Context: an optimization exercise on an open-source flow, tuned for small area, a short achievable clock period and few clock cycles. The choices shown serve that exercise and are no tape-out recipe. Function was not checked in any run shown here: the RTL went through the layout flow alone. Power and IR drop assume default switching activity.

$ cat flow/run.sh
#!/bin/bash
# synth_recipe.tcl (not shown) runs the flow's synth.tcl, then flattens the netlist and writes it again
# the make line also repeats each setting of config.mk as NAME=value (left out here)
make -C /OpenROAD-flow-scripts/flow DESIGN_CONFIG=/design/flow/config.mk WORK_HOME=/design/flow/orfs CLKGATE_MAP_FILE= SYNTH_SCRIPT=/design/flow/synth_recipe.tcl finish
$ cat flow/config.mk
export PLATFORM = sky130hd
export DESIGN_NAME = keyword_source_lexer
export DESIGN_NICKNAME = keyword_source_lexer
export VERILOG_FILES = /design/flow/design.v
export SDC_FILE = /design/flow/constraint.sdc
export NUM_CORES = 4
export LEC_CHECK = 0
export CAP_MARGIN = 20
export CORE_MARGIN = 2
export CORE_UTILIZATION = 40
export SETUP_SLACK_MARGIN = 3.75
export SLEW_MARGIN = 20
$ cat flow/constraint.sdc
create_clock -name core_clock -period 8.5 [get_ports {clock}]
set_input_delay 1.7000 -clock core_clock [delete_from_list [all_inputs] [get_ports {clock}]]
set_output_delay 1.7000 -clock core_clock [all_outputs]
set_load 0.01 [all_outputs]
$ cat flow/design.v
`default_nettype none
module ksl_front (
   input  wire logic         clock,
   input  wire logic         reset,
   input  wire logic         req_valid,
   output logic              req_stall,
   input  wire logic [8:0]   req_data,
   input  wire logic         csr_we,
   input  wire logic [16:0]  csr_wdata,
   input  wire logic         room,
   input  wire logic [15:0]  last_index,
   output logic              push,
   output logic [45:0]       push_w
);
   localparam logic [5:0] KIND_IDENT   = 6'd31;
   localparam logic [5:0] KIND_NUMBER  = 6'd32;
   localparam logic [5:0] KIND_STRING  = 6'd33;
   localparam logic [5:0] KIND_END     = 6'd57;
   localparam logic [2:0] LM_IDLE   = 3'd0;
   localparam logic [2:0] LM_IDENT  = 3'd1;
   localparam logic [2:0] LM_NUMBER = 3'd2;
   localparam logic [2:0] LM_STRING = 3'd3;
   localparam logic [2:0] LM_LINE   = 3'd4;
   localparam logic [2:0] LM_BLOCK  = 3'd5;
   localparam logic [2:0] LM_PEND   = 3'd6;
   localparam logic [2:0] PD_SLASH = 3'd0;
   localparam logic [2:0] PD_EQ    = 3'd1;
   localparam logic [2:0] PD_BANG  = 3'd2;
   localparam logic [2:0] PD_LT    = 3'd3;
   localparam logic [2:0] PD_GT    = 3'd4;
   localparam logic [2:0] PD_MINUS = 3'd5;
   function automatic logic [4:0] kw_first(input logic [7:0] ch);
      logic [4:0] r;
      logic        hit;
      r   = '0;
      hit = 1'b0;
      r   = r | ({5{ch == 8'd97}} & 5'd10);
      hit = hit | (ch == 8'd97);
      r   = r | ({5{ch == 8'd99}} & 5'd12);
      hit = hit | (ch == 8'd99);
      r   = r | ({5{ch == 8'd100}} & 5'd9);
      hit = hit | (ch == 8'd100);
      r   = r | ({5{ch == 8'd101}} & 5'd17);
      hit = hit | (ch == 8'd101);
      r   = r | ({5{ch == 8'd102}} & 5'd8);
      hit = hit | (ch == 8'd102);
      r   = r | ({5{ch == 8'd103}} & 5'd2);
      hit = hit | (ch == 8'd103);
      r   = r | ({5{ch == 8'd104}} & 5'd4);
      hit = hit | (ch == 8'd104);
      r   = r | ({5{ch == 8'd105}} & 5'd5);
      hit = hit | (ch == 8'd105);
      r   = r | ({5{ch == 8'd107}} & 5'd18);
      hit = hit | (ch == 8'd107);
      r   = r | ({5{ch == 8'd108}} & 5'd26);
      hit = hit | (ch == 8'd108);
      r   = r | ({5{ch == 8'd109}} & 5'd1);
      hit = hit | (ch == 8'd109);
      r   = r | ({5{ch == 8'd111}} & 5'd13);
      hit = hit | (ch == 8'd111);
      r   = r | ({5{ch == 8'd114}} & 5'd0);
      hit = hit | (ch == 8'd114);
      r   = r | ({5{ch == 8'd117}} & 5'd24);
      hit = hit | (ch == 8'd117);
      r   = r | ({5{ch == 8'd119}} & 5'd11);
      hit = hit | (ch == 8'd119);
      kw_first = hit ? r : 5'd31;
   endfunction
   function automatic logic [5:0] kw_exp(input logic [8:0] kn);
      logic [5:0] r;
      logic        hit;
      r   = '0;
      hit = 1'b0;
      r   = r | ({6{kn == 9'd1}} & 6'd41);
      hit = hit | (kn == 9'd1);
      r   = r | ({6{kn == 9'd2}} & 6'd46);
      hit = hit | (kn == 9'd2);
      r   = r | ({6{kn == 9'd3}} & 6'd39);
      hit = hit | (kn == 9'd3);
      r   = r | ({6{kn == 9'd17}} & 6'd47);
      hit = hit | (kn == 9'd17);
      r   = r | ({6{kn == 9'd18}} & 6'd36);
      hit = hit | (kn == 9'd18);
      r   = r | ({6{kn == 9'd19}} & 6'd53);
      hit = hit | (kn == 9'd19);
      r   = r | ({6{kn == 9'd20}} & 6'd44);
      hit = hit | (kn == 9'd20);
      r   = r | ({6{kn == 9'd21}} & 6'd37);
      hit = hit | (kn == 9'd21);
      r   = r | ({6{kn == 9'd33}} & 6'd37);
      hit = hit | (kn == 9'd33);
      r   = r | ({6{kn == 9'd34}} & 6'd46);
      hit = hit | (kn == 9'd34);
      r   = r | ({6{kn == 9'd35}} & 6'd37);
      hit = hit | (kn == 9'd35);
      r   = r | ({6{kn == 9'd36}} & 6'd50);
      hit = hit | (kn == 9'd36);
      r   = r | ({6{kn == 9'd37}} & 6'd33);
      hit = hit | (kn == 9'd37);
      r   = r | ({6{kn == 9'd38}} & 6'd52);
      hit = hit | (kn == 9'd38);
      r   = r | ({6{kn == 9'd39}} & 6'd47);
      hit = hit | (kn == 9'd39);
      r   = r | ({6{kn == 9'd40}} & 6'd50);
      hit = hit | (kn == 9'd40);
      r   = r | ({6{kn == 9'd41}} & 6'd51);
      hit = hit | (kn == 9'd41);
      r   = r | ({6{kn == 9'd49}} & 6'd37);
      hit = hit | (kn == 9'd49);
      r   = r | ({6{kn == 9'd50}} & 6'd44);
      hit = hit | (kn == 9'd50);
      r   = r | ({6{kn == 9'd51}} & 6'd33);
      hit = hit | (kn == 9'd51);
      r   = r | ({6{kn == 9'd52}} & 6'd52);
      hit = hit | (kn == 9'd52);
      r   = r | ({6{kn == 9'd53}} & 6'd41);
      hit = hit | (kn == 9'd53);
      r   = r | ({6{kn == 9'd54}} & 6'd47);
      hit = hit | (kn == 9'd54);
      r   = r | ({6{kn == 9'd55}} & 6'd46);
      hit = hit | (kn == 9'd55);
      r   = r | ({6{kn == 9'd56}} & 6'd51);
      hit = hit | (kn == 9'd56);
      r   = r | ({6{kn == 9'd65}} & 6'd47);
      hit = hit | (kn == 9'd65);
      r   = r | ({6{kn == 9'd66}} & 6'd45);
      hit = hit | (kn == 9'd66);
      r   = r | ({6{kn == 9'd67}} & 6'd47);
      hit = hit | (kn == 9'd67);
      r   = r | ({6{kn == 9'd68}} & 6'd45);
      hit = hit | (kn == 9'd68);
      r   = r | ({6{kn == 9'd69}} & 6'd47);
      hit = hit | (kn == 9'd69);
      r   = r | ({6{kn == 9'd70}} & 6'd50);
      hit = hit | (kn == 9'd70);
      r   = r | ({6{kn == 9'd71}} & 6'd48);
      hit = hit | (kn == 9'd71);
      r   = r | ({6{kn == 9'd72}} & 6'd40);
      hit = hit | (kn == 9'd72);
      r   = r | ({6{kn == 9'd73}} & 6'd41);
      hit = hit | (kn == 9'd73);
      r   = r | ({6{kn == 9'd74}} & 6'd51);
      hit = hit | (kn == 9'd74);
      r   = r | ({6{kn == 9'd75}} & 6'd45);
      hit = hit | (kn == 9'd75);
      r   = r | ({6{kn == 9'd81}} & 6'd46);
      hit = hit | (kn == 9'd81);
      r   = r | ({6{kn == 9'd97}} & 6'd46);
      hit = hit | (kn == 9'd97);
      r   = r | ({6{kn == 9'd98}} & 6'd52);
      hit = hit | (kn == 9'd98);
      r   = r | ({6{kn == 9'd99}} & 6'd37);
      hit = hit | (kn == 9'd99);
      r   = r | ({6{kn == 9'd100}} & 6'd39);
      hit = hit | (kn == 9'd100);
      r   = r | ({6{kn == 9'd101}} & 6'd37);
      hit = hit | (kn == 9'd101);
      r   = r | ({6{kn == 9'd102}} & 6'd50);
      hit = hit | (kn == 9'd102);
      r   = r | ({6{kn == 9'd103}} & 6'd51);
      hit = hit | (kn == 9'd103);
      r   = r | ({6{kn == 9'd104}} & 6'd63);
      hit = hit | (kn == 9'd104);
      r   = r | ({6{kn == 9'd105}} & 6'd45);
      hit = hit | (kn == 9'd105);
      r   = r | ({6{kn == 9'd106}} & 6'd47);
      hit = hit | (kn == 9'd106);
      r   = r | ({6{kn == 9'd107}} & 6'd36);
      hit = hit | (kn == 9'd107);
      r   = r | ({6{kn == 9'd113}} & 6'd33);
      hit = hit | (kn == 9'd113);
      r   = r | ({6{kn == 9'd114}} & 6'd52);
      hit = hit | (kn == 9'd114);
      r   = r | ({6{kn == 9'd115}} & 6'd41);
      hit = hit | (kn == 9'd115);
      r   = r | ({6{kn == 9'd116}} & 6'd47);
      hit = hit | (kn == 9'd116);
      r   = r | ({6{kn == 9'd117}} & 6'd46);
      hit = hit | (kn == 9'd117);
      r   = r | ({6{kn == 9'd118}} & 6'd33);
      hit = hit | (kn == 9'd118);
      r   = r | ({6{kn == 9'd119}} & 6'd44);
      hit = hit | (kn == 9'd119);
      r   = r | ({6{kn == 9'd120}} & 6'd51);
      hit = hit | (kn == 9'd120);
      r   = r | ({6{kn == 9'd129}} & 6'd50);
      hit = hit | (kn == 9'd129);
      r   = r | ({6{kn == 9'd130}} & 6'd37);
      hit = hit | (kn == 9'd130);
      r   = r | ({6{kn == 9'd131}} & 6'd37);
      hit = hit | (kn == 9'd131);
      r   = r | ({6{kn == 9'd132}} & 6'd63);
      hit = hit | (kn == 9'd132);
      r   = r | ({6{kn == 9'd133}} & 6'd45);
      hit = hit | (kn == 9'd133);
      r   = r | ({6{kn == 9'd134}} & 6'd47);
      hit = hit | (kn == 9'd134);
      r   = r | ({6{kn == 9'd135}} & 6'd36);
      hit = hit | (kn == 9'd135);
      r   = r | ({6{kn == 9'd136}} & 6'd53);
      hit = hit | (kn == 9'd136);
      r   = r | ({6{kn == 9'd137}} & 6'd44);
      hit = hit | (kn == 9'd137);
      r   = r | ({6{kn == 9'd138}} & 6'd37);
      hit = hit | (kn == 9'd138);
      r   = r | ({6{kn == 9'd145}} & 6'd37);
      hit = hit | (kn == 9'd145);
      r   = r | ({6{kn == 9'd146}} & 6'd38);
      hit = hit | (kn == 9'd146);
      r   = r | ({6{kn == 9'd147}} & 6'd41);
      hit = hit | (kn == 9'd147);
      r   = r | ({6{kn == 9'd148}} & 6'd46);
      hit = hit | (kn == 9'd148);
      r   = r | ({6{kn == 9'd149}} & 6'd37);
      hit = hit | (kn == 9'd149);
      r   = r | ({6{kn == 9'd161}} & 6'd51);
      hit = hit | (kn == 9'd161);
      r   = r | ({6{kn == 9'd177}} & 6'd40);
      hit = hit | (kn == 9'd177);
      r   = r | ({6{kn == 9'd178}} & 6'd37);
      hit = hit | (kn == 9'd178);
      r   = r | ({6{kn == 9'd179}} & 6'd50);
      hit = hit | (kn == 9'd179);
      r   = r | ({6{kn == 9'd180}} & 6'd37);
      hit = hit | (kn == 9'd180);
      r   = r | ({6{kn == 9'd193}} & 6'd33);
      hit = hit | (kn == 9'd193);
      r   = r | ({6{kn == 9'd194}} & 6'd51);
      hit = hit | (kn == 9'd194);
      r   = r | ({6{kn == 9'd195}} & 6'd37);
      hit = hit | (kn == 9'd195);
      r   = r | ({6{kn == 9'd209}} & 6'd38);
      hit = hit | (kn == 9'd209);
      r   = r | ({6{kn == 9'd225}} & 6'd37);
      hit = hit | (kn == 9'd225);
      r   = r | ({6{kn == 9'd226}} & 6'd35);
      hit = hit | (kn == 9'd226);
      r   = r | ({6{kn == 9'd227}} & 6'd53);
      hit = hit | (kn == 9'd227);
      r   = r | ({6{kn == 9'd228}} & 6'd50);
      hit = hit | (kn == 9'd228);
      r   = r | ({6{kn == 9'd229}} & 6'd51);
      hit = hit | (kn == 9'd229);
      r   = r | ({6{kn == 9'd230}} & 6'd41);
      hit = hit | (kn == 9'd230);
      r   = r | ({6{kn == 9'd231}} & 6'd54);
      hit = hit | (kn == 9'd231);
      r   = r | ({6{kn == 9'd232}} & 6'd37);
      hit = hit | (kn == 9'd232);
      r   = r | ({6{kn == 9'd241}} & 6'd41);
      hit = hit | (kn == 9'd241);
      r   = r | ({6{kn == 9'd242}} & 6'd56);
      hit = hit | (kn == 9'd242);
      r   = r | ({6{kn == 9'd243}} & 6'd37);
      hit = hit | (kn == 9'd243);
      r   = r | ({6{kn == 9'd244}} & 6'd36);
      hit = hit | (kn == 9'd244);
      r   = r | ({6{kn == 9'd245}} & 6'd63);
      hit = hit | (kn == 9'd245);
      r   = r | ({6{kn == 9'd246}} & 6'd48);
      hit = hit | (kn == 9'd246);
      r   = r | ({6{kn == 9'd247}} & 6'd47);
      hit = hit | (kn == 9'd247);
      r   = r | ({6{kn == 9'd248}} & 6'd41);
      hit = hit | (kn == 9'd248);
      r   = r | ({6{kn == 9'd249}} & 6'd46);
      hit = hit | (kn == 9'd249);
      r   = r | ({6{kn == 9'd250}} & 6'd52);
      hit = hit | (kn == 9'd250);
      r   = r | ({6{kn == 9'd257}} & 6'd47);
      hit = hit | (kn == 9'd257);
      r   = r | ({6{kn == 9'd258}} & 6'd50);
      hit = hit | (kn == 9'd258);
      r   = r | ({6{kn == 9'd259}} & 6'd48);
      hit = hit | (kn == 9'd259);
      r   = r | ({6{kn == 9'd260}} & 6'd40);
      hit = hit | (kn == 9'd260);
      r   = r | ({6{kn == 9'd261}} & 6'd41);
      hit = hit | (kn == 9'd261);
      r   = r | ({6{kn == 9'd262}} & 6'd51);
      hit = hit | (kn == 9'd262);
      r   = r | ({6{kn == 9'd263}} & 6'd45);
      hit = hit | (kn == 9'd263);
      r   = r | ({6{kn == 9'd273}} & 6'd46);
      hit = hit | (kn == 9'd273);
      r   = r | ({6{kn == 9'd274}} & 6'd36);
      hit = hit | (kn == 9'd274);
      r   = r | ({6{kn == 9'd275}} & 6'd47);
      hit = hit | (kn == 9'd275);
      r   = r | ({6{kn == 9'd276}} & 6'd45);
      hit = hit | (kn == 9'd276);
      r   = r | ({6{kn == 9'd277}} & 6'd47);
      hit = hit | (kn == 9'd277);
      r   = r | ({6{kn == 9'd278}} & 6'd50);
      hit = hit | (kn == 9'd278);
      r   = r | ({6{kn == 9'd279}} & 6'd48);
      hit = hit | (kn == 9'd279);
      r   = r | ({6{kn == 9'd280}} & 6'd40);
      hit = hit | (kn == 9'd280);
      r   = r | ({6{kn == 9'd281}} & 6'd41);
      hit = hit | (kn == 9'd281);
      r   = r | ({6{kn == 9'd282}} & 6'd51);
      hit = hit | (kn == 9'd282);
      r   = r | ({6{kn == 9'd283}} & 6'd45);
      hit = hit | (kn == 9'd283);
      r   = r | ({6{kn == 9'd289}} & 6'd37);
      hit = hit | (kn == 9'd289);
      r   = r | ({6{kn == 9'd290}} & 6'd50);
      hit = hit | (kn == 9'd290);
      r   = r | ({6{kn == 9'd291}} & 6'd46);
      hit = hit | (kn == 9'd291);
      r   = r | ({6{kn == 9'd292}} & 6'd37);
      hit = hit | (kn == 9'd292);
      r   = r | ({6{kn == 9'd293}} & 6'd44);
      hit = hit | (kn == 9'd293);
      r   = r | ({6{kn == 9'd305}} & 6'd45);
      hit = hit | (kn == 9'd305);
      r   = r | ({6{kn == 9'd306}} & 6'd33);
      hit = hit | (kn == 9'd306);
      r   = r | ({6{kn == 9'd307}} & 6'd39);
      hit = hit | (kn == 9'd307);
      r   = r | ({6{kn == 9'd308}} & 6'd37);
      hit = hit | (kn == 9'd308);
      r   = r | ({6{kn == 9'd321}} & 6'd47);
      hit = hit | (kn == 9'd321);
      r   = r | ({6{kn == 9'd322}} & 6'd45);
      hit = hit | (kn == 9'd322);
      r   = r | ({6{kn == 9'd323}} & 6'd48);
      hit = hit | (kn == 9'd323);
      r   = r | ({6{kn == 9'd324}} & 6'd47);
      hit = hit | (kn == 9'd324);
      r   = r | ({6{kn == 9'd325}} & 6'd51);
      hit = hit | (kn == 9'd325);
      r   = r | ({6{kn == 9'd326}} & 6'd37);
      hit = hit | (kn == 9'd326);
      r   = r | ({6{kn == 9'd337}} & 6'd48);
      hit = hit | (kn == 9'd337);
      r   = r | ({6{kn == 9'd338}} & 6'd48);
      hit = hit | (kn == 9'd338);
      r   = r | ({6{kn == 9'd339}} & 6'd44);
      hit = hit | (kn == 9'd339);
      r   = r | ({6{kn == 9'd340}} & 6'd57);
      hit = hit | (kn == 9'd340);
      r   = r | ({6{kn == 9'd353}} & 6'd33);
      hit = hit | (kn == 9'd353);
      r   = r | ({6{kn == 9'd354}} & 6'd48);
      hit = hit | (kn == 9'd354);
      r   = r | ({6{kn == 9'd369}} & 6'd47);
      hit = hit | (kn == 9'd369);
      r   = r | ({6{kn == 9'd370}} & 6'd44);
      hit = hit | (kn == 9'd370);
      r   = r | ({6{kn == 9'd371}} & 6'd36);
      hit = hit | (kn == 9'd371);
      r   = r | ({6{kn == 9'd385}} & 6'd46);
      hit = hit | (kn == 9'd385);
      r   = r | ({6{kn == 9'd386}} & 6'd38);
      hit = hit | (kn == 9'd386);
      r   = r | ({6{kn == 9'd387}} & 6'd47);
      hit = hit | (kn == 9'd387);
      r   = r | ({6{kn == 9'd388}} & 6'd44);
      hit = hit | (kn == 9'd388);
      r   = r | ({6{kn == 9'd389}} & 6'd36);
      hit = hit | (kn == 9'd389);
      r   = r | ({6{kn == 9'd401}} & 6'd47);
      hit = hit | (kn == 9'd401);
      r   = r | ({6{kn == 9'd402}} & 6'd44);
      hit = hit | (kn == 9'd402);
      r   = r | ({6{kn == 9'd403}} & 6'd41);
      hit = hit | (kn == 9'd403);
      r   = r | ({6{kn == 9'd404}} & 6'd45);
      hit = hit | (kn == 9'd404);
      r   = r | ({6{kn == 9'd405}} & 6'd41);
      hit = hit | (kn == 9'd405);
      r   = r | ({6{kn == 9'd406}} & 6'd52);
      hit = hit | (kn == 9'd406);
      r   = r | ({6{kn == 9'd417}} & 6'd41);
      hit = hit | (kn == 9'd417);
      r   = r | ({6{kn == 9'd418}} & 6'd45);
      hit = hit | (kn == 9'd418);
      r   = r | ({6{kn == 9'd419}} & 6'd41);
      hit = hit | (kn == 9'd419);
      r   = r | ({6{kn == 9'd420}} & 6'd52);
      hit = hit | (kn == 9'd420);
      r   = r | ({6{kn == 9'd433}} & 6'd41);
      hit = hit | (kn == 9'd433);
      r   = r | ({6{kn == 9'd434}} & 6'd44);
      hit = hit | (kn == 9'd434);
      r   = r | ({6{kn == 9'd435}} & 6'd52);
      hit = hit | (kn == 9'd435);
      r   = r | ({6{kn == 9'd436}} & 6'd37);
      hit = hit | (kn == 9'd436);
      r   = r | ({6{kn == 9'd437}} & 6'd50);
      hit = hit | (kn == 9'd437);
      r   = r | ({6{kn == 9'd449}} & 6'd33);
      hit = hit | (kn == 9'd449);
      r   = r | ({6{kn == 9'd450}} & 6'd45);
      hit = hit | (kn == 9'd450);
      r   = r | ({6{kn == 9'd451}} & 6'd34);
      hit = hit | (kn == 9'd451);
      r   = r | ({6{kn == 9'd452}} & 6'd36);
      hit = hit | (kn == 9'd452);
      r   = r | ({6{kn == 9'd453}} & 6'd33);
      hit = hit | (kn == 9'd453);
      r   = r | ({6{kn == 9'd465}} & 6'd41);
      hit = hit | (kn == 9'd465);
      r   = r | ({6{kn == 9'd466}} & 6'd52);
      hit = hit | (kn == 9'd466);
      r   = r | ({6{kn == 9'd467}} & 6'd40);
      hit = hit | (kn == 9'd467);
      r   = r | ({6{kn == 9'd481}} & 6'd46);
      hit = hit | (kn == 9'd481);
      r   = r | ({6{kn == 9'd482}} & 6'd41);
      hit = hit | (kn == 9'd482);
      r   = r | ({6{kn == 9'd483}} & 6'd52);
      hit = hit | (kn == 9'd483);
      r   = r | ({6{kn == 9'd484}} & 6'd41);
      hit = hit | (kn == 9'd484);
      r   = r | ({6{kn == 9'd485}} & 6'd33);
      hit = hit | (kn == 9'd485);
      r   = r | ({6{kn == 9'd486}} & 6'd44);
      hit = hit | (kn == 9'd486);
      kw_exp = hit ? r : 6'd0;
   endfunction
   function automatic logic [4:0] kw_alt(input logic [16:0] knc);
      logic [4:0] r;
      logic        hit;
      r   = '0;
      hit = 1'b0;
      r   = r | ({5{knc == 17'd41328}} & 5'd21);
      hit = hit | (knc == 17'd41328);
      r   = r | ({5{knc == 17'd49519}} & 5'd20);
      hit = hit | (knc == 17'd49519);
      r   = r | ({5{knc == 17'd82540}} & 5'd25);
      hit = hit | (knc == 17'd82540);
      r   = r | ({5{knc == 17'd33129}} & 5'd15);
      hit = hit | (knc == 17'd33129);
      r   = r | ({5{knc == 17'd33135}} & 5'd23);
      hit = hit | (knc == 17'd33135);
      r   = r | ({5{knc == 17'd62060}} & 5'd27);
      hit = hit | (knc == 17'd62060);
      r   = r | ({5{knc == 17'd20845}} & 5'd19);
      hit = hit | (knc == 17'd20845);
      r   = r | ({5{knc == 17'd21097}} & 5'd30);
      hit = hit | (knc == 17'd21097);
      r   = r | ({5{knc == 17'd21108}} & 5'd6);
      hit = hit | (knc == 17'd21108);
      r   = r | ({5{knc == 17'd106849}} & 5'd28);
      hit = hit | (knc == 17'd106849);
      r   = r | ({5{knc == 17'd4449}} & 5'd22);
      hit = hit | (knc == 17'd4449);
      r   = r | ({5{knc == 17'd4722}} & 5'd16);
      hit = hit | (knc == 17'd4722);
      r   = r | ({5{knc == 17'd353}} & 5'd7);
      hit = hit | (knc == 17'd353);
      r   = r | ({5{knc == 17'd357}} & 5'd3);
      hit = hit | (knc == 17'd357);
      r   = r | ({5{knc == 17'd12899}} & 5'd14);
      hit = hit | (knc == 17'd12899);
      r   = r | ({5{knc == 17'd45417}} & 5'd29);
      hit = hit | (knc == 17'd45417);
      kw_alt = hit ? r : 5'd31;
   endfunction
   function automatic logic [3:0] kw_len(input logic [4:0] k);
      logic [3:0] r;
      logic        hit;
      r   = '0;
      hit = 1'b0;
      r   = r | ({4{k == 5'd0}} & 4'd4);
      hit = hit | (k == 5'd0);
      r   = r | ({4{k == 5'd1}} & 4'd6);
      hit = hit | (k == 5'd1);
      r   = r | ({4{k == 5'd2}} & 4'd10);
      hit = hit | (k == 5'd2);
      r   = r | ({4{k == 5'd3}} & 4'd9);
      hit = hit | (k == 5'd3);
      r   = r | ({4{k == 5'd4}} & 4'd12);
      hit = hit | (k == 5'd4);
      r   = r | ({4{k == 5'd5}} & 4'd2);
      hit = hit | (k == 5'd5);
      r   = r | ({4{k == 5'd6}} & 4'd12);
      hit = hit | (k == 5'd6);
      r   = r | ({4{k == 5'd7}} & 4'd9);
      hit = hit | (k == 5'd7);
      r   = r | ({4{k == 5'd8}} & 4'd11);
      hit = hit | (k == 5'd8);
      r   = r | ({4{k == 5'd9}} & 4'd6);
      hit = hit | (k == 5'd9);
      r   = r | ({4{k == 5'd10}} & 4'd2);
      hit = hit | (k == 5'd10);
      r   = r | ({4{k == 5'd11}} & 4'd5);
      hit = hit | (k == 5'd11);
      r   = r | ({4{k == 5'd12}} & 4'd4);
      hit = hit | (k == 5'd12);
      r   = r | ({4{k == 5'd13}} & 4'd2);
      hit = hit | (k == 5'd13);
      r   = r | ({4{k == 5'd14}} & 4'd9);
      hit = hit | (k == 5'd14);
      r   = r | ({4{k == 5'd15}} & 4'd11);
      hit = hit | (k == 5'd15);
      r   = r | ({4{k == 5'd16}} & 4'd8);
      hit = hit | (k == 5'd16);
      r   = r | ({4{k == 5'd17}} & 4'd12);
      hit = hit | (k == 5'd17);
      r   = r | ({4{k == 5'd18}} & 4'd6);
      hit = hit | (k == 5'd18);
      r   = r | ({4{k == 5'd19}} & 4'd5);
      hit = hit | (k == 5'd19);
      r   = r | ({4{k == 5'd20}} & 4'd7);
      hit = hit | (k == 5'd20);
      r   = r | ({4{k == 5'd21}} & 4'd5);
      hit = hit | (k == 5'd21);
      r   = r | ({4{k == 5'd22}} & 4'd3);
      hit = hit | (k == 5'd22);
      r   = r | ({4{k == 5'd23}} & 4'd4);
      hit = hit | (k == 5'd23);
      r   = r | ({4{k == 5'd24}} & 4'd6);
      hit = hit | (k == 5'd24);
      r   = r | ({4{k == 5'd25}} & 4'd7);
      hit = hit | (k == 5'd25);
      r   = r | ({4{k == 5'd26}} & 4'd5);
      hit = hit | (k == 5'd26);
      r   = r | ({4{k == 5'd27}} & 4'd6);
      hit = hit | (k == 5'd27);
      r   = r | ({4{k == 5'd28}} & 4'd6);
      hit = hit | (k == 5'd28);
      r   = r | ({4{k == 5'd29}} & 4'd4);
      hit = hit | (k == 5'd29);
      r   = r | ({4{k == 5'd30}} & 4'd7);
      hit = hit | (k == 5'd30);
      kw_len = hit ? r : 4'd0;
   endfunction
   function automatic logic [5:0] single_kind(input logic [7:0] ch);
      logic [5:0] r;
      r = '0;
      r = r | ({6{ch == 8'h2b}} & 6'd39);    
      r = r | ({6{ch == 8'h2a}} & 6'd42);    
      r = r | ({6{ch == 8'h25}} & 6'd44);    
      r = r | ({6{ch == 8'h28}} & 6'd45);    
      r = r | ({6{ch == 8'h29}} & 6'd46);    
      r = r | ({6{ch == 8'h7b}} & 6'd47);    
      r = r | ({6{ch == 8'h7d}} & 6'd48);    
      r = r | ({6{ch == 8'h2c}} & 6'd49);    
      r = r | ({6{ch == 8'h3b}} & 6'd50);    
      r = r | ({6{ch == 8'h3a}} & 6'd53);    
      r = r | ({6{ch == 8'h5b}} & 6'd54);    
      r = r | ({6{ch == 8'h5d}} & 6'd55);    
      r = r | ({6{ch == 8'h2e}} & 6'd56);    
      single_kind = r;
   endfunction
   localparam int CL_W = 11;
   localparam int CL_WORD  = 10;    
   localparam int CL_ALPHA = 9;     
   localparam int CL_DIGIT = 8;
   localparam int CL_QUOTE = 7;
   localparam int CL_NL    = 6;
   localparam int CL_SLASH = 5;
   localparam int CL_STAR  = 4;
   localparam int CL_EQ    = 3;
   localparam int CL_GT    = 2;
   localparam int CL_PEND  = 1;     
   localparam int CL_OP    = 0;     
   function automatic logic [CL_W-1:0] classify(input logic [7:0] ch);
      logic alpha, digit;
      alpha = ((ch >= "a") && (ch <= "z")) || ((ch >= "A") && (ch <= "Z")) || (ch == "_");
      digit = (ch >= "0") && (ch <= "9");
      classify = {alpha || digit, alpha, digit, ch == "\"", ch == 8'd10, ch == "/", ch == "*",
                  ch == "=", ch == ">",
                  (ch == "/") || (ch == "=") || (ch == "!") || (ch == "<") || (ch == ">") ||
                  (ch == "-"),
                  single_kind(ch) != 6'd0};
   endfunction
   function automatic logic [15:0] cap4_of(input logic [16:0] l);
      if (l[16]) begin
         cap4_of = 16'd65531;
      end else if (l[15:0] == 16'd0) begin
         cap4_of = 16'hfffc;
      end else begin
         cap4_of = l[15:0] - 16'd5;
      end
   endfunction
   logic              in_v;
   logic [7:0]        c;
   logic              eot;
   logic [CL_W-1:0]   cl;
   logic              b_v;
   logic [8:0]        b_data;
   logic [8:0]        src;
   logic              load_a;
   logic [2:0]   mode_ff, mode_in;
   logic [2:0]   pend_ff, pend_in;
   logic         star_ff, star_in;
   logic [15:0]  start_ff, start_in;
   logic [5:0]   len_ff, len_in;
   logic [4:0]   kw_ff, kw_in;
   logic [16:0]  pos_ff, pos_in;
   logic         zero_ff, zero_in;    
   logic [15:0]  cnt;                 
   logic         ovf_ff, ovf_in;      
   logic         near_ff, near_in;    
   logic         far_ff, far_in;      
   logic [15:0]  cap4_ff;             
   logic [15:0]  cap4_w, cap4_new;
   logic [2:0]   c_pend;
   logic [5:0]   c_kind, two_kind, flush_kind, flush_len;
   logic         flush_emits;
   assign c_kind   = single_kind(c);
   assign cap4_w   = cap4_of(csr_wdata);
   assign cap4_new = csr_we ? cap4_w : cap4_ff;
   assign cnt      = zero_ff ? 16'd0 : last_index + 16'd1;
   logic [5:0]   kw_e;
   logic         kw_hit;
   assign kw_e   = kw_exp({kw_ff, len_ff[3:0]});
   assign kw_hit = kw_e[5] && (len_ff[5:4] == 2'b00) && (c[4:0] == kw_e[4:0]) && c[6] &&
                   (c[5] || (kw_e[4:0] == 5'd31));
   always_comb begin
      c_pend = PD_SLASH;
      if (c == "=") c_pend = PD_EQ;
      if (c == "!") c_pend = PD_BANG;
      if (c == "<") c_pend = PD_LT;
      if (c == ">") c_pend = PD_GT;
      if (c == "-") c_pend = PD_MINUS;
   end
   always_comb begin
      two_kind = 6'd0;
      if (cl[CL_EQ]) begin
         if (pend_ff == PD_EQ)   two_kind = 6'd34;
         if (pend_ff == PD_BANG) two_kind = 6'd35;
         if (pend_ff == PD_LT)   two_kind = 6'd36;
         if (pend_ff == PD_GT)   two_kind = 6'd37;
      end else if (cl[CL_GT] && (pend_ff == PD_MINUS)) begin
         two_kind = 6'd41;
      end
   end
   always_comb begin
      flush_emits = 1'b1;
      flush_len   = len_ff;
      flush_kind  = 6'd0;
      if (mode_ff == LM_IDENT) begin
         flush_kind = (len_ff == {2'b00, kw_len(kw_ff)}) ? {1'b0, kw_ff} : KIND_IDENT;
      end else if (mode_ff == LM_NUMBER) begin
         flush_kind = KIND_NUMBER;
      end else if (mode_ff == LM_STRING) begin
         flush_kind = KIND_STRING;
      end else if (mode_ff == LM_PEND) begin
         flush_len = 6'd1;
         if (pend_ff == PD_SLASH) flush_kind = 6'd43;
         if (pend_ff == PD_EQ)    flush_kind = 6'd38;
         if (pend_ff == PD_LT)    flush_kind = 6'd51;
         if (pend_ff == PD_GT)    flush_kind = 6'd52;
         if (pend_ff == PD_MINUS) flush_kind = 6'd40;
         flush_emits = (pend_ff != PD_BANG);
      end else begin
         flush_emits = 1'b0;
      end
   end
   logic         emit, split, step, take;
   logic [5:0]   w_kind, w_len;
   logic [15:0]  w_start;
   logic         w_ovf, w_last, w_end;
   always_comb begin
      logic do_flush, do_start;
      mode_in  = mode_ff;
      pend_in  = pend_ff;
      star_in  = star_ff;
      start_in = start_ff;
      len_in   = len_ff;
      kw_in    = kw_ff;
      pos_in   = pos_ff;
      emit     = 1'b0;
      split    = 1'b0;
      w_end    = 1'b0;
      w_kind   = flush_kind;
      w_start  = ((mode_ff == LM_STRING) && (len_ff == 6'd0)) ? pos_ff[15:0] : start_ff;
      w_len    = flush_len;
      w_ovf    = 1'b0;
      do_flush = 1'b0;
      do_start = 1'b0;
      if (eot) begin
         mode_in = LM_IDLE;
         emit    = 1'b1;
         if (!ovf_ff && flush_emits) begin
            split = 1'b1;
         end else begin
            w_end   = 1'b1;
            w_kind  = KIND_END;
            w_start = pos_ff[15:0];
            w_len   = 6'd0;
            w_ovf   = ovf_ff;
            pos_in  = '0;
         end
      end else if (!ovf_ff && !pos_ff[16]) begin
         pos_in = pos_ff + 17'd1;
         case (mode_ff)
            LM_IDENT: begin
               if (cl[CL_WORD]) begin
                  if (len_ff != 6'd63) len_in = len_ff + 6'd1;
                  if (kw_hit) begin
                     kw_in = kw_ff;
                  end else begin
                     kw_in = kw_alt({kw_ff, len_ff[3:0], c});
                  end
               end else begin
                  do_flush = 1'b1;
                  do_start = 1'b1;
               end
            end
            LM_NUMBER: begin
               if (cl[CL_DIGIT]) begin
                  if (len_ff != 6'd63) len_in = len_ff + 6'd1;
               end else begin
                  do_flush = 1'b1;
                  do_start = 1'b1;
               end
            end
            LM_STRING: begin
               if (len_ff == 6'd0) start_in = pos_ff[15:0];
               if (cl[CL_QUOTE]) begin
                  do_flush = 1'b1;
               end else if (len_ff != 6'd63) begin
                  len_in = len_ff + 6'd1;
               end
            end
            LM_LINE: begin
               if (cl[CL_NL]) mode_in = LM_IDLE;
            end
            LM_BLOCK: begin
               if (star_ff && cl[CL_SLASH]) begin
                  mode_in = LM_IDLE;
               end else begin
                  star_in = cl[CL_STAR];
               end
            end
            LM_PEND: begin
               if ((pend_ff == PD_SLASH) && cl[CL_SLASH]) begin
                  mode_in = LM_LINE;
               end else if ((pend_ff == PD_SLASH) && cl[CL_STAR]) begin
                  mode_in = LM_BLOCK;
                  star_in = 1'b0;
               end else if (two_kind != 6'd0) begin
                  mode_in = LM_IDLE;
                  emit    = 1'b1;
                  w_kind  = two_kind;
                  w_len   = 6'd2;
               end else begin
                  do_flush = 1'b1;
                  do_start = 1'b1;
               end
            end
            default: begin
               mode_in  = LM_IDLE;
               do_start = 1'b1;
            end
         endcase
         if (do_flush) begin
            mode_in = LM_IDLE;
            if (flush_emits) begin
               emit = 1'b1;
               if (do_start && !near_ff && cl[CL_OP]) begin
                  split  = 1'b1;
                  pos_in = pos_ff;
               end else if (near_ff) begin
                  do_start = 1'b0;
               end
            end
         end
         if (do_start && !split) begin
            if (cl[CL_ALPHA]) begin
               mode_in  = LM_IDENT;
               start_in = pos_ff[15:0];
               len_in   = 6'd1;
               kw_in    = kw_first(c);
            end else if (cl[CL_DIGIT]) begin
               mode_in  = LM_NUMBER;
               start_in = pos_ff[15:0];
               len_in   = 6'd1;
            end else if (cl[CL_QUOTE]) begin
               mode_in  = LM_STRING;
               start_in = pos_ff[15:0];
               len_in   = 6'd0;
            end else if (cl[CL_PEND]) begin
               mode_in  = LM_PEND;
               pend_in  = c_pend;
               start_in = pos_ff[15:0];
            end else if (cl[CL_OP]) begin
               emit    = 1'b1;
               w_kind  = c_kind;
               w_start = pos_ff[15:0];
               w_len   = 6'd1;
            end
         end
      end
      w_last = !split;
      step   = in_v && (room || !emit);
      take   = step && !split;
      push   = in_v && emit && room;
   end
   assign push_w    = {w_kind, cnt, w_start, w_len, w_ovf, w_last};
   assign load_a    = !in_v || take;
   assign src       = b_v ? b_data : req_data;
   assign req_stall = b_v || (in_v && eot);
   always_ff @(posedge clock) begin
      if (reset) begin
         in_v <= 1'b0;
         b_v  <= 1'b0;
      end else if (load_a) begin
         in_v <= b_v || (req_valid && !req_stall);
         b_v  <= 1'b0;
      end else if (req_valid && !req_stall) begin
         b_v  <= 1'b1;
      end
      if (load_a) begin
         {c, eot} <= src;
         cl       <= classify(src[8:1]);
      end
      if (!req_stall) begin
         b_data <= req_data;
      end
   end
   always_comb begin
      zero_in = zero_ff;
      ovf_in  = ovf_ff;
      near_in = near_ff;
      far_in  = far_ff;
      if (push && w_end) begin
         zero_in = 1'b1;
         ovf_in  = (cap4_new == 16'hfffc);
         near_in = (cap4_new == 16'hfffd);
         far_in  = (cap4_new == 16'hfffe);
      end else if (push) begin
         zero_in = 1'b0;
         ovf_in  = near_ff;
         near_in = far_ff;
         far_in  = zero_ff ? (cap4_ff == 16'hffff) : (last_index == cap4_ff);
      end else if (csr_we && !in_v && !b_v) begin
         ovf_in  = (cap4_w == 16'hfffc);
         near_in = (cap4_w == 16'hfffd);
         far_in  = (cap4_w == 16'hfffe);
      end
   end
   always_ff @(posedge clock) begin
      if (reset) begin
         mode_ff <= LM_IDLE;
         pos_ff  <= '0;
         zero_ff <= 1'b1;
         ovf_ff  <= 1'b0;
         near_ff <= 1'b0;
         far_ff  <= 1'b0;
         cap4_ff <= 16'd1019;
      end else begin
         if (csr_we) cap4_ff <= cap4_w;
         zero_ff <= zero_in;
         ovf_ff  <= ovf_in;
         near_ff <= near_in;
         far_ff  <= far_in;
         if (step) begin
            mode_ff <= mode_in;
            pos_ff  <= pos_in;
         end
      end
   end
   always_ff @(posedge clock) begin
      if (step) begin
         pend_ff  <= pend_in;
         star_ff  <= star_in;
         start_ff <= start_in;
         len_ff   <= len_in;
         kw_ff    <= kw_in;
      end
   end
endmodule
`default_nettype wire
`default_nettype none
module ksl_tokq (
   input  wire logic          clock,
   input  wire logic          reset,
   input  wire logic          push,
   input  wire logic [45:0]   push_w,
   output logic              room,
   output logic              rsp_valid,
   input  wire logic          rsp_stall,
   output logic [45:0]       rsp_data
);
   logic         v_ff;
   logic [45:0]  w_ff;
   assign rsp_valid = v_ff;
   assign rsp_data  = w_ff;
   assign room      = !v_ff || !rsp_stall;
   always_ff @(posedge clock) begin
      if (reset) begin
         v_ff <= 1'b0;
      end else if (room) begin
         v_ff <= push;
      end
      if (push) begin
         w_ff <= push_w;
      end
   end
endmodule
`default_nettype wire
`default_nettype none
module keyword_source_lexer #(
   parameter int MAX_TEXT_LEN = 65536
) (
   input  wire logic         clock,
   input  wire logic         reset,
   input  wire logic         req_valid,
   output logic             req_stall,
   input  wire logic [8:0]   req_data,
   output logic             rsp_valid,
   input  wire logic         rsp_stall,
   output logic [45:0]      rsp_data,
   input  wire logic         csr_we,
   input  wire logic [16:0]  csr_wdata
);
   logic         room;
   logic         push;
   logic [45:0]  push_w;
   ksl_front u_front (
      .clock     (clock),
      .reset     (reset),
      .req_valid (req_valid),
      .req_stall (req_stall),
      .req_data  (req_data),
      .csr_we    (csr_we),
      .csr_wdata (csr_wdata),
      .room      (room),
      .last_index(rsp_data[39:24]),
      .push      (push),
      .push_w    (push_w)
   );
   ksl_tokq u_tokq (
      .clock     (clock),
      .reset     (reset),
      .push      (push),
      .push_w    (push_w),
      .room      (room),
      .rsp_valid (rsp_valid),
      .rsp_stall (rsp_stall),
      .rsp_data  (rsp_data)
   );
endmodule
`default_nettype wire
==> results of run 1 <==
synth_stat cells (6+ instances only):
cell | number | area share (%)
sky130_fd_sc_hd__o311ai_0 | 6 | 0.45
sky130_fd_sc_hd__a32oi_1 | 12 | 0.90
sky130_fd_sc_hd__dfxtp_1 | 43 | 7.3
sky130_fd_sc_hd__a21o_1 | 11 | 0.70
sky130_fd_sc_hd__a21oi_1 | 75 | 3.2
sky130_fd_sc_hd__inv_1 | 31 | 0.99
sky130_fd_sc_hd__buf_2 | 35 | 1.5
sky130_fd_sc_hd__a211oi_1 | 19 | 1.2
sky130_fd_sc_hd__nor2b_1 | 22 | 1.2
sky130_fd_sc_hd__clkbuf_1 | 52 | 1.7
sky130_fd_sc_hd__o31ai_1 | 11 | 0.70
sky130_fd_sc_hd__edfxtp_1 | 106 | 27
sky130_fd_sc_hd__a31oi_1 | 21 | 1.1
sky130_fd_sc_hd__a2111oi_0 | 13 | 0.97
sky130_fd_sc_hd__nand4_1 | 33 | 1.8
sky130_fd_sc_hd__or3_1 | 20 | 1.1
sky130_fd_sc_hd__nand3b_1 | 13 | 0.83
sky130_fd_sc_hd__and3_1 | 21 | 1.1
sky130_fd_sc_hd__ha_1 | 7 | 0.75
sky130_fd_sc_hd__nor3b_1 | 7 | 0.45
sky130_fd_sc_hd__mux2i_1 | 15 | 1.3
sky130_fd_sc_hd__a22o_1 | 9 | 0.67
sky130_fd_sc_hd__nor2_1 | 163 | 5.2
sky130_fd_sc_hd__xnor2_1 | 24 | 1.8
sky130_fd_sc_hd__or2_2 | 9 | 0.48
sky130_fd_sc_hd__nand2b_1 | 46 | 2.5
sky130_fd_sc_hd__a311oi_1 | 8 | 0.60
sky130_fd_sc_hd__nor3_1 | 75 | 3.2
sky130_fd_sc_hd__o32a_1 | 6 | 0.51
sky130_fd_sc_hd__xor2_1 | 41 | 3.1
sky130_fd_sc_hd__nand3_1 | 51 | 2.2
sky130_fd_sc_hd__buf_4 | 12 | 0.77
sky130_fd_sc_hd__and2_1 | 7 | 0.37
sky130_fd_sc_hd__nand2_1 | 107 | 3.4
sky130_fd_sc_hd__mux2_2 | 38 | 3.6
sky130_fd_sc_hd__buf_1 | 8 | 0.26
sky130_fd_sc_hd__o22ai_1 | 26 | 1.4
sky130_fd_sc_hd__a22oi_1 | 11 | 0.70
sky130_fd_sc_hd__nand4b_1 | 6 | 0.45
sky130_fd_sc_hd__nor4_1 | 41 | 2.2
sky130_fd_sc_hd__o21ai_0 | 72 | 3.1
flip-flops by register name (all words and copies together) (netlist names), 3 cells and up:
signal            count
u_front.c             8
u_front.b_data        9
u_front.mode_ff       3
u_front.cl           11
u_tokq.w_ff          46
u_front.start_ff     16
u_front.pend_ff       3
u_front.pos_ff       17
u_front.kw_ff         5
u_front.cap4_ff      16
u_front.len_ff        6
logic make-up (layout without fill, tap and decap cells):
group | Yosys count | in the layout | share of synthesized area [%]
xor+xnor | 65 | 65 | 4.85
mux | 53 | 53 | 4.92
fa+ha+maj | 7 | 7 | 0.746
compound gates | 351 | 351 | 20.1
flops | 149 | 149 | 34.4
other cells | 0 | 1 | 0
buf+inv | 142 | 165 | 5.36
simple gates | 660 | 660 | 29.6
critical path, cell delays in order (launching register included):
cell,delay (ps)
sky130_fd_sc_hd__edfxtp_1,490
sky130_fd_sc_hd__inv_1,130
sky130_fd_sc_hd__ha_1,210
sky130_fd_sc_hd__buf_4,220
sky130_fd_sc_hd__nor2_1,620
sky130_fd_sc_hd__o22ai_1,170
sky130_fd_sc_hd__a32oi_1,360
sky130_fd_sc_hd__nand4_1,120
sky130_fd_sc_hd__nor4_1,660
sky130_fd_sc_hd__nand4_1,310
sky130_fd_sc_hd__xor2_1,220
sky130_fd_sc_hd__a311oi_1,370
sky130_fd_sc_hd__a32o_1,320
sky130_fd_sc_hd__a211oi_1,100
report_power, final:
part,total [mW],switching [mW],leakage (nW),internal [mW]
clock,0.687,0.312,0.255,0.376
combinational,0.276,0.170,2.68,0.106
sequential,0.843,0.0346,1.40,0.809
total,1.81,0.516,4.33,1.29
area by class of cell:
| class | instances | area share [%] |
|---|---|---|
| Antenna cell | 1 | 0.0189 |
| Clock buffer | 18 | 3.25 |
| Tap cell | 384 | 3.64 |
| Timing Repair Buffer | 99 | 7.10 |
| Sequential cell | 149 | 30.6 |
| Clock inverter | 14 | 0.795 |
| Inverter | 34 | 0.985 |
| Multi-Input combinational cell | 1136 | 53.6 |
through the flow:
step	total power [mW]	hold slack (ps)	util, %
floorplan	1.03	453	-
global placement	1.13	439	44.0
detailed placement	1.13	445	44.0
CTS	1.82	458	45.8
global route	1.88	482	45.9
finish	1.81	457	45.9
metal layers:
layer | track usage, % | vias to the layer above
met3 | 5.50 | 82
met5 | 0 | -
met4 | 10.0 | 2
met1 | 37.5 | 5612
li1 | - | 5422
met2 | 38.6 | 616
cells in the final DEF (no fill, tap or decap), types with 15 or more instances in the layout:
cell	n
sky130_fd_sc_hd__nor2_1	163
sky130_fd_sc_hd__clkbuf_16	17
sky130_fd_sc_hd__a211oi_1	19
sky130_fd_sc_hd__clkdlybuf4s50_1	78
sky130_fd_sc_hd__o22ai_1	26
sky130_fd_sc_hd__dfxtp_1	43
sky130_fd_sc_hd__buf_4	21
sky130_fd_sc_hd__a21oi_1	75
sky130_fd_sc_hd__nand4_1	33
sky130_fd_sc_hd__nor3_1	74
sky130_fd_sc_hd__inv_1	30
sky130_fd_sc_hd__mux2_2	38
sky130_fd_sc_hd__nand2b_1	46
sky130_fd_sc_hd__nor2b_1	22
sky130_fd_sc_hd__and3_1	21
sky130_fd_sc_hd__o21ai_0	72
sky130_fd_sc_hd__nor4_1	41
sky130_fd_sc_hd__xor2_1	41
sky130_fd_sc_hd__a31oi_1	21
sky130_fd_sc_hd__nand2_1	107
sky130_fd_sc_hd__or3_1	20
sky130_fd_sc_hd__xnor2_1	24
sky130_fd_sc_hd__nand3_1	51
sky130_fd_sc_hd__edfxtp_1	106
sky130_fd_sc_hd__mux2i_1	15
final timing paths:
| kind | to | cells past startpoint | from |
|---|---|---|---|
| setup / recovery | u_front.kw_ff[4]$_DFFE_PP_ | 13 | u_front.len_ff[0]$_DFFE_PP_ |
| hold / removal | u_front.zero_ff$_SDFFE_PP1P_ | 1 | u_front.zero_ff$_SDFFE_PP1P_ |
| setup reg to reg | u_front.kw_ff[4]$_DFFE_PP_ | 13 | u_front.len_ff[0]$_DFFE_PP_ |
| hold reg to reg | u_front.zero_ff$_SDFFE_PP1P_ | 1 | u_front.zero_ff$_SDFFE_PP1P_ |
==> reports/qor.txt, run 1 <==
Power per unit of standard cell area: 137 mW/mm^2
Path type of the worst setup path: reg -> reg
Post-Place Setup Slack: 3470 ps
Detailed-routed wire length on met3: 3630 um
Unrepaired setup endpoints after global routing: no
Hold Path Class: reg -> reg
Min cycle time layout: 4590 ps
Fin crit share: 54.0%
Endpoint kind of the worst setup timing path: register
Post-CTS setup-driven buffer insertion count: 0
Clock Tree Buf Depth: 2
Final Wtd Congestion: 0.958
Ratio of cells with drive above 1 in the final layout: 8.62%
Total global routing overflow: 0
Global-route wire length before repair: 63000 um
Share of flip-flops with an asynchronous set or reset after synthesis: 0%
Crit path launch type: register
Max capacitance violation total: 0
Met2 WL: 17900 um
Area of all sequential standard cells: 0.00404 sq mm
Part of the Yosys area used for sequential elements: 34.4%
Count of flip-flops with a built-in enable after synthesis: 106
Post-cts hold buffer count: 0
Via total after detailed routing: 11700
Initial core utilization: 40.8%
DR top layer: met5
Setup total negative slack: 0 ps
Arrival time of data at the critical path endpoint: 4740 ps
Vertical die dimension: 175 um
Setup slack on the worst flop-to-flop path: 3910 ps
Die area: 0.0307 sq mm
Total length of routed wires: 41100 um
Overall routing resource usage: 26.2%
Clock latency of the later-clocked register in the worst-skew pair: 420 ps
Multi-input logic area: 0.00708 sq mm
Count of distinct cell types in the synthesized netlist: 86
Highest ir drop seen on vdd: 0.0000908 V
Number of nets in the synthesized netlist: 1465
Count of nets after finishing: 1475
Area of all placed cells without fillers: 0.0132 sq mm
First-pass iteration count of the detailed router: 6
Clock sinks: 149
Synthesis warning total: 2
Residual antenna-violating net count after detailed routing: 0
Number of synthesized register bits: 149
Leakage power of the design: 4.33 nW
Most frequently used flop master after synthesis: sky130_fd_sc_hd__edfxtp_1
Clock skew: 15.7 ps
CTS tree: built
Initial drt markers: 1429
Average wire length per cell after detail routing: 22.4 um
Area of the core: 0.0288 sq mm
FILL cells: 2811
Timing-limited maximum frequency: 218 MHz
Number of port buffers: 78
Least setup slack across all paths after layout: 3910 ps
Largest fanout of any net on the critical path: 20
Post-Synthesis Mean Instance Area: 8.23 sq um
CTS H-tree depth: 4
Pins over their slew limit: 0
Largest net degree at the start of global routing: 58
Number of vias per cell: 6.39
Final number of setup-violating endpoints: 0
Remaining max-slew budget at the tightest pin: 23.8%
Cell row count: 62
Boundary pin count: 79
Cell chosen for the clock root: sky130_fd_sc_hd__clkbuf_16
Via count of the first global-routing pass: 10700
Worst-margin pin slew: 1130 ps
Total CTS buffers: 17
CTS-repair resized insts: 0
Mapped Cells: 1427
Cell Count Post-Placement: 1801
Relative area change from synthesis to final layout: 12.5%
Placed standard-cell area: 0.0127 sq mm
Final HPWL DP: 28900 um
Number of DRC violations after detailed routing: 0
Required time of the critical path: 8660 ps
Die boundary width: 175 um
Clock-pin transition on the worst setup and hold timing paths: 60 ps
Met1 routed wirelength after detailed routing: 18500 um
Cell Area, Synth: 0.0117 sq mm
Outcome: complete, no violations
Final Non-Filler Cells: 1835
Hold Fails Final Rpt: 0
Initial antenna violation count: 3
==> inputs of run 2 (changes only) <==
--- a/flow/config.mk
+++ b/flow/config.mk
@@ -8,5 +8,5 @@
 export CAP_MARGIN = 20
 export CORE_MARGIN = 2
 export CORE_UTILIZATION = 40
-export SETUP_SLACK_MARGIN = 3.75
+export SETUP_SLACK_MARGIN = 4.5
 export SLEW_MARGIN = 20
==> reports/qor.txt, run 2 <==
Outcome: complete, no violations
Cell chain of the critical path: ha_1, buf_4, nand2b_1, a21oi_1, a221oi_1, nand4_1, nor4_1, nand3_1, a21oi_1, a31oi_1, a32o_2, a211oi_1
Final Wtd Congestion: 0.969
Number of vias per cell: 6.42
Count of nets after finishing: 1494
Detailed-routed wire length on met3: 3450 um
Total CTS buffers: 17
Endpoint kind of the worst setup timing path: register
Number of synthesized register bits: 149
First-pass iteration count of the detailed router: 7
Number of port buffers: 78
Number of DRC violations after detailed routing: 0
Main area contributors after synthesis: sky130_fd_sc_hd__edfxtp_1 (27%), sky130_fd_sc_hd__dfxtp_1 (7.3%), sky130_fd_sc_hd__nor2_1 (5.2%)
Cell with the largest stage delay on the worst path: sky130_fd_sc_hd__a221oi_1
Synthesis warning total: 2
Leakage power of the design: 4.54 nW
Crit path launch type: register
Final HPWL DP: 29000 um
Highest ir drop seen on vdd: 0.0000966 V
Setup total negative slack: 0 ps
Final Non-Filler Cells: 1853
Setup slack on the worst flop-to-flop path: 4590 ps
FILL cells: 2817
Clock skew: 12.4 ps
Via total after detailed routing: 11900
Dominant cell type by area after synthesis: sky130_fd_sc_hd__edfxtp_1
Antenna cells: 0
Initial core utilization: 40.8%
Die area: 0.0307 sq mm
Part of the Yosys area used for sequential elements: 34.4%
Path type of the worst setup path: reg -> reg
Max capacitance violation total: 0
Met1 routed wirelength after detailed routing: 18500 um
Largest net degree at the start of global routing: 58
Vertical die dimension: 175 um
Timing-limited maximum frequency: 256 MHz
Post-route total power: 1.88 mW
Arrival time of data at the critical path endpoint: 4170 ps
Area of the core: 0.0288 sq mm
Total global routing overflow: 0
Ratio of cells with drive above 1 in the final layout: 13.1%
Residual antenna-violating net count after detailed routing: 0
Largest fanout of any net on the critical path: 20
Fin crit share: 46.0%
Initial antenna violation count: 1
Most used cell along the critical path: sky130_fd_sc_hd__a21oi_1
Global-route wire length before repair: 64500 um
Required time of the critical path: 8760 ps
Relative area change from synthesis to final layout: 15.8%
Initial drt markers: 1580
DR top layer: met5
Unrepaired setup endpoints after global routing: yes
Overall routing resource usage: 26.5%
Pins over their slew limit: 0
Least setup slack across all paths after layout: 4590 ps
Total length of routed wires: 41600 um
Min cycle time layout: 3910 ps
Area fraction of the dominant cell type after synthesis: 27.1%
Clock-pin transition on the worst setup and hold timing paths: 70 ps
Cell chosen for the clock root: sky130_fd_sc_hd__clkbuf_16
Most frequent cells in the layout: sky130_fd_sc_hd__nor2_1 (160), sky130_fd_sc_hd__edfxtp_1 (106), sky130_fd_sc_hd__nand2_1 (101)
Placed standard-cell area: 0.0126 sq mm
Clock sinks: 149
Area of all placed cells without fillers: 0.0136 sq mm
Kind of cell adding the most delay to the critical path: compound AO/OA/AOI/OAI gates
Clock latency of the later-clocked register in the worst-skew pair: 430 ps
Top Registers: u_tokq.w_ff x46, u_front.pos_ff x17
Count leader, synth: sky130_fd_sc_hd__nor2_1
CTS H-tree depth: 4
Hold Fails Final Rpt: 0
Via count of the first global-routing pass: 10900
Cell Area, Synth: 0.0117 sq mm
Commonest cells post-synth: sky130_fd_sc_hd__nor2_1 (163), sky130_fd_sc_hd__nand2_1 (107), sky130_fd_sc_hd__edfxtp_1 (106)
Average wire length per cell after detail routing: 22.4 um
Cell row count: 62
Met2 WL: 18000 um
Cell Count Post-Placement: 1800
Power per unit of standard cell area: 138 mW/mm^2
Final number of setup-violating endpoints: 0
Worst-margin pin slew: 1030 ps
Hold Path Class: reg -> reg
Post-cts hold buffer count: 0
Maximum single-stage delay on the critical path: 560 ps
Count of flip-flops with a built-in enable after synthesis: 106
Most common library cell in the layout ignoring fill and taps: sky130_fd_sc_hd__nor2_1
Remaining max-slew budget at the tightest pin: 31.2%
Most flops, register: u_tokq.w_ff
Count of distinct cell types in the synthesized netlist: 86
Mapped Cells: 1427
Most frequently used flop master after synthesis: sky130_fd_sc_hd__edfxtp_1
Clock Tree Buf Depth: 2
Number of nets in the synthesized netlist: 1465
Post-Place Setup Slack: 3530 ps
Number of flip-flops under the largest register name: 46
Share of flip-flops with an asynchronous set or reset after synthesis: 0%
Die boundary width: 175 um
CTS tree: built
Post-Synthesis Mean Instance Area: 8.23 sq um
Boundary pin count: 79
Worst Path Buf+Inv: 1
run 2: cell count changes in the layout (fill, tap and decap cells not counted), moves of 5 or more:
cell                              previous run  this run
sky130_fd_sc_hd__buf_4                      21        39
sky130_fd_sc_hd__clkbuf_2                    0         6
sky130_fd_sc_hd__clkdlybuf4s50_1            78        64
sky130_fd_sc_hd__nand2_1                   107       101
sky130_fd_sc_hd__nand2b_1                   46        41
sky130_fd_sc_hd__nor3_1                     74        68
sky130_fd_sc_hd__nor3_2                      3         9
run 2: worst paths after layout:
| check | cells after the start | from | to |
|---|---|---|---|
| max | 12 | u_front.len_ff[0]$_DFFE_PP_ | u_front.kw_ff[2]$_DFFE_PP_ |
| min | 1 | u_front.zero_ff$_SDFFE_PP1P_ | u_front.zero_ff$_SDFFE_PP1P_ |
| max reg2reg | 12 | u_front.len_ff[0]$_DFFE_PP_ | u_front.kw_ff[2]$_DFFE_PP_ |
| min reg2reg | 1 | u_front.zero_ff$_SDFFE_PP1P_ | u_front.zero_ff$_SDFFE_PP1P_ |
run 2: power breakdown:
| part | leakage, nW | internal [mW] | switching, mW |
|---|---|---|---|
| logic | 2.86 | 0.111 | 0.177 |
| registers | 1.40 | 0.808 | 0.0334 |
| clock network | 0.284 | 0.417 | 0.338 |
run 2: logic make-up after synthesis:
| family | share of synthesized area [%] |
|---|---|
| xor gates and xnor gates | 4.85 |
| muxes | 4.92 |
| AOI/OAI and AO/OA | 20.1 |
| DFF | 34.4 |
| and+or+nand+nor | 29.6 |
| buffers and inverters | 5.36 |
| adders and majority gates | 0.746 |
run 2: what timing repair did:
item	4_1_cts	5_1_grt
gates resized for setup	43	57
buffers inserted	8	13
endpoints found under the setup margin	28	25
pin swaps	12	16
run 2: layout make-up:
type,instances,area [sq um],share of cell area (%)
repair buffers,118,1060,7.82
multi-input cells,1136,7300,53.7
clock inverters,15,159,1.17
clock buffers,17,425,3.13
inverters,34,131,0.966
well taps,384,480,3.53
flip-flops and latches,149,4040,29.7
run 2: metrics by stage:
step	util, %	hold slack (ps)
finish	47.3	474
detailed placement	44.0	459
global route	47.3	481
global placement	44.0	437
CTS	46.4	474
floorplan	-	453
run 2: worst reg2reg max path, cell delays in order (launching register included):
cell and delay, ps:
sky130_fd_sc_hd__edfxtp_1 520, sky130_fd_sc_hd__ha_1 250, sky130_fd_sc_hd__buf_4 230, sky130_fd_sc_hd__nand2b_1 300, sky130_fd_sc_hd__a21oi_1 270, sky130_fd_sc_hd__a221oi_1 560, sky130_fd_sc_hd__nand4_1 270, sky130_fd_sc_hd__nor4_1 350
sky130_fd_sc_hd__nand3_1 220, sky130_fd_sc_hd__a21oi_1 190, sky130_fd_sc_hd__a31oi_1 60, sky130_fd_sc_hd__a32o_2 280, sky130_fd_sc_hd__a211oi_1 230
run 2: metal layers:
metal  global-route usage, %  vias up
met3                    5.30      136
met5                       0        -
met4                    10.5        2
li1                        -     5453
met2                    38.9      640
met1                    38.2     5659
==> inputs of run 3 (changes only) <==
--- a/flow/config.mk
+++ b/flow/config.mk
@@ -8,5 +8,5 @@
 export CAP_MARGIN = 20
 export CORE_MARGIN = 2
 export CORE_UTILIZATION = 40
-export SETUP_SLACK_MARGIN = 4.5
+export SETUP_SLACK_MARGIN = 5
 export SLEW_MARGIN = 20
==> reports/qor.txt, run 3 <==
Final hold slack: 459 ps
Critical R2R Capture: u_front.kw_ff[4]$_DFFE_PP_
Worst R2R Path Depth: 12
Maximum single-stage delay on the critical path: 530 ps
Highest ir drop seen on vdd: 0.000114 V
Clock Tree Buf Depth: 2
Cell Area, Synth: 0.0117 sq mm
Total CTS buffers: 17
Most flops, register: u_tokq.w_ff
Ratio of cells with drive above 1 in the final layout: 18.0%
Path type of the worst setup path: in -> reg
Endpoint kind of the worst setup timing path: register
Max capacitance violation total: 0
Power per unit of standard cell area: 136 mW/mm^2
Total global routing overflow: 0
Via total after detailed routing: 12200
Most common library cell in the layout ignoring fill and taps: sky130_fd_sc_hd__nor2_1
Number of flip-flops under the largest register name: 46
Share of flip-flops with an asynchronous set or reset after synthesis: 0%
Clock latency of the later-clocked register in the worst-skew pair: 440 ps
Clock sinks: 149
First-pass iteration count of the detailed router: 7
Met1 routed wirelength after detailed routing: 18400 um
Vertical die dimension: 175 um
Worst Hold Launch: u_front.zero_ff$_SDFFE_PP1P_
Largest net degree at the start of global routing: 58
Post-cts hold buffer count: 0
Count of distinct cell types in the synthesized netlist: 86
Main area contributors after synthesis: sky130_fd_sc_hd__edfxtp_1 (27%), sky130_fd_sc_hd__dfxtp_1 (7.3%), sky130_fd_sc_hd__nor2_1 (5.2%)
Initial core utilization: 40.8%
Min cycle time layout: 3770 ps
Number of synthesized register bits: 149
Synthesis warning total: 2
Antenna cells: 0
Initial drt markers: 1719
Count of flip-flops with a built-in enable after synthesis: 106
Number of port buffers: 78
Cell with the largest stage delay on the worst path: sky130_fd_sc_hd__or4_4
Fin crit share: 44.4%
Initial antenna violation count: 0
Dominant cell type by area after synthesis: sky130_fd_sc_hd__edfxtp_1
Required time of the critical path: 8850 ps
Startpoint of the most critical setup path: csr_wdata[7]
Average wire length per cell after detail routing: 22.6 um
Clock skew: 20.4 ps
Crit path launch type: primary input
Final HPWL DP: 29200 um
Arrival time of data at the critical path endpoint: 4120 ps
Commonest cells post-synth: sky130_fd_sc_hd__nor2_1 (163), sky130_fd_sc_hd__nand2_1 (107), sky130_fd_sc_hd__edfxtp_1 (106)
Global-route wire length before repair: 65200 um
CTS H-tree depth: 4
Setup slack on the worst flop-to-flop path: 4950 ps
Timing-limited maximum frequency: 265 MHz
Die boundary width: 175 um
Hold Path Class: reg -> reg
Area of the core: 0.0288 sq mm
Residual antenna-violating net count after detailed routing: 0
Detailed-routed wire length on met3: 4080 um
Worst Path Buf+Inv: 1
Setup total negative slack: 0 ps
Worst-margin pin slew: 826 ps
Number of vias per cell: 6.48
Die area: 0.0307 sq mm
Final Wtd Congestion: 1.04
Relative area change from synthesis to final layout: 21.3%
DR top layer: met4
Part of the Yosys area used for sequential elements: 34.4%
Cell chosen for the clock root: sky130_fd_sc_hd__clkbuf_16
Final number of setup-violating endpoints: 0
Largest fanout of any net on the critical path: 3
Unrepaired setup endpoints after global routing: yes
Hold Crit Endpoint: u_front.zero_ff$_SDFFE_PP1P_
Share of the core filled with cells: 49.5%
Launching point of the worst reg2reg path: u_front.len_ff[0]$_DFFE_PP_
Top Registers: u_tokq.w_ff x46, u_front.pos_ff x17
Post-Synthesis Mean Instance Area: 8.23 sq um
Boundary pin count: 79
Most frequently used flop master after synthesis: sky130_fd_sc_hd__edfxtp_1
Met2 WL: 18300 um
Total length of routed wires: 42600 um
Number of nets in the synthesized netlist: 1465
CTS tree: built
Overall routing resource usage: 27.0%
Leakage power of the design: 4.83 nW
Kind of cell adding the most delay to the critical path: simple AND/OR/NAND/NOR gates
Pins over their slew limit: 0
Mapped Cells: 1427
Clock-pin transition on the worst setup and hold timing paths: 60 ps
Cell row count: 62
Area fraction of the dominant cell type after synthesis: 27.1%
Count of nets after finishing: 1522
Cell chain of the critical path: buf_8, or4_4, or2_4, or3_4, nor3_2, a31oi_1, a2111oi_2, a21oi_1, nor3_2, a31oi_1, a221oi_2
Hold path depth: 1
Most frequent cells in the layout: sky130_fd_sc_hd__nor2_1 (154), sky130_fd_sc_hd__edfxtp_1 (106), sky130_fd_sc_hd__nand2_1 (99)
Remaining max-slew budget at the tightest pin: 44.8%
Hold Fails Final Rpt: 0
Count leader, synth: sky130_fd_sc_hd__nor2_1
Outcome: complete, no violations
Via count of the first global-routing pass: 11100
Number of DRC violations after detailed routing: 0
## run 3: cell types whose count changed in the layout (fill, tap and decap cells not counted), moves of 4 or more
cell                       before  now
sky130_fd_sc_hd__buf_6          3   10
sky130_fd_sc_hd__nor2_1       160  154
sky130_fd_sc_hd__inv_1         30   26
sky130_fd_sc_hd__buf_4         39   56
sky130_fd_sc_hd__nand2b_1      41   37
## run 3: logic make-up after synthesis
group                      synth area share, %
muxes                                     4.92
DFF                                       34.4
AOI/OAI and AO/OA                         20.1
xor gates and xnor gates                  4.85
adders and majority gates                0.746
and+or+nand+nor                           29.6
buffers and inverters                     5.36
## run 3: per-stage QoR
step                instances  area (sq um)  power [mW]  setup slack, ps
CTS                      1863         13900        1.94             4690
detailed placement       1804         12700        1.13             3590
global route             1881         14200        2.01             4560
floorplan                1427         11700        1.03             4510
global placement         1804         12700        1.13             3660
finish                   1881         14200        1.94             4730
## run 3: worst max-delay path by stage
| stage | endpoint | slack (ps) | depth (start not counted) |
|---|---|---|---|
| detailed placement | u_front.far_ff$_SDFFE_PP0P_ | 3590 | 11 |
| global route | u_front.far_ff$_SDFFE_PP0P_ | 4560 | 11 |
| global placement | u_front.far_ff$_SDFFE_PP0P_ | 3660 | 11 |
| CTS | u_front.far_ff$_SDFFE_PP0P_ | 4690 | 11 |
| floorplan | u_front.far_ff$_SDFFE_PP0P_ | 4510 | 10 |
| finish | u_front.far_ff$_SDFFE_PP0P_ | 4730 | 11 |
## run 3: layout make-up
class,instances,area [sq um]
fillers,2750,14500
multi-input cells,1136,7600
flip-flops and latches,149,4050
repair buffers,146,1370
well taps,384,480
clock buffers,18,429
clock inverters,14,190
inverters,34,133
## run 3: worst reg2reg max path, stage by stage (launching register included)
cell,delay [ps]
sky130_fd_sc_hd__edfxtp_1,520
sky130_fd_sc_hd__ha_4,260
sky130_fd_sc_hd__buf_6,170
sky130_fd_sc_hd__or2_4,270
sky130_fd_sc_hd__o21ai_4,190
sky130_fd_sc_hd__o32a_1,230
sky130_fd_sc_hd__nand4_1,240
sky130_fd_sc_hd__or4_4,620
sky130_fd_sc_hd__a21boi_2,160
sky130_fd_sc_hd__nand2_1,70
sky130_fd_sc_hd__a31oi_1,210
sky130_fd_sc_hd__a32o_2,260
sky130_fd_sc_hd__a211oi_1,90
## run 3: power by group
part | internal [mW] | total [mW] | switching, mW
combinational | 0.122 | 0.305 | 0.184
sequential | 0.808 | 0.842 | 0.0331
clock | 0.471 | 0.794 | 0.323
## run 3: routing by layer
layer	up-vias	global-route usage, %
li1	5513	-
met1	5779	38.6
met2	773	40.4
met3	131	4.96
met4	0	10.1
met5	-	0
## run 3: repair_timing
action,4_1_cts,5_1_grt
setup buffers,27,17
pin swaps,32,36
resized for setup,134,71
cloned,0,1
endpoints found under the setup margin,155,131

## static timing again, ports no longer ideal
The results above use ideal ports. As a check the final layouts listed here were re-extracted and re-timed, cells and wires unchanged.
Step 1, drivers: a clkbuf_16 drives clock and a buf_2 each remaining input, both assumed.
Step 2 moves the port delays by t, midway between the first and last clock arrival at a register: inputs arrive t later, outputs are due t later. That takes back most of the time a late clock gives input paths.
Three values: ideal, step 1, step 2; two values: the first two.
run	t (ns)	setup slack, ns	worst setup path after step 2
run 1	0.464	3.913 / 3.913 / 3.580	input to register
run 2	0.470	4.589 / 4.589 / 4.225	input to register
run 3	0.479	4.728 / 4.738 / 4.259	input to register
After both steps setup and hold are still met in every run listed. For run 3, which loses most, drivers alone change the setup slack by +0.010 ns; drivers and shift together by -0.469 ns.
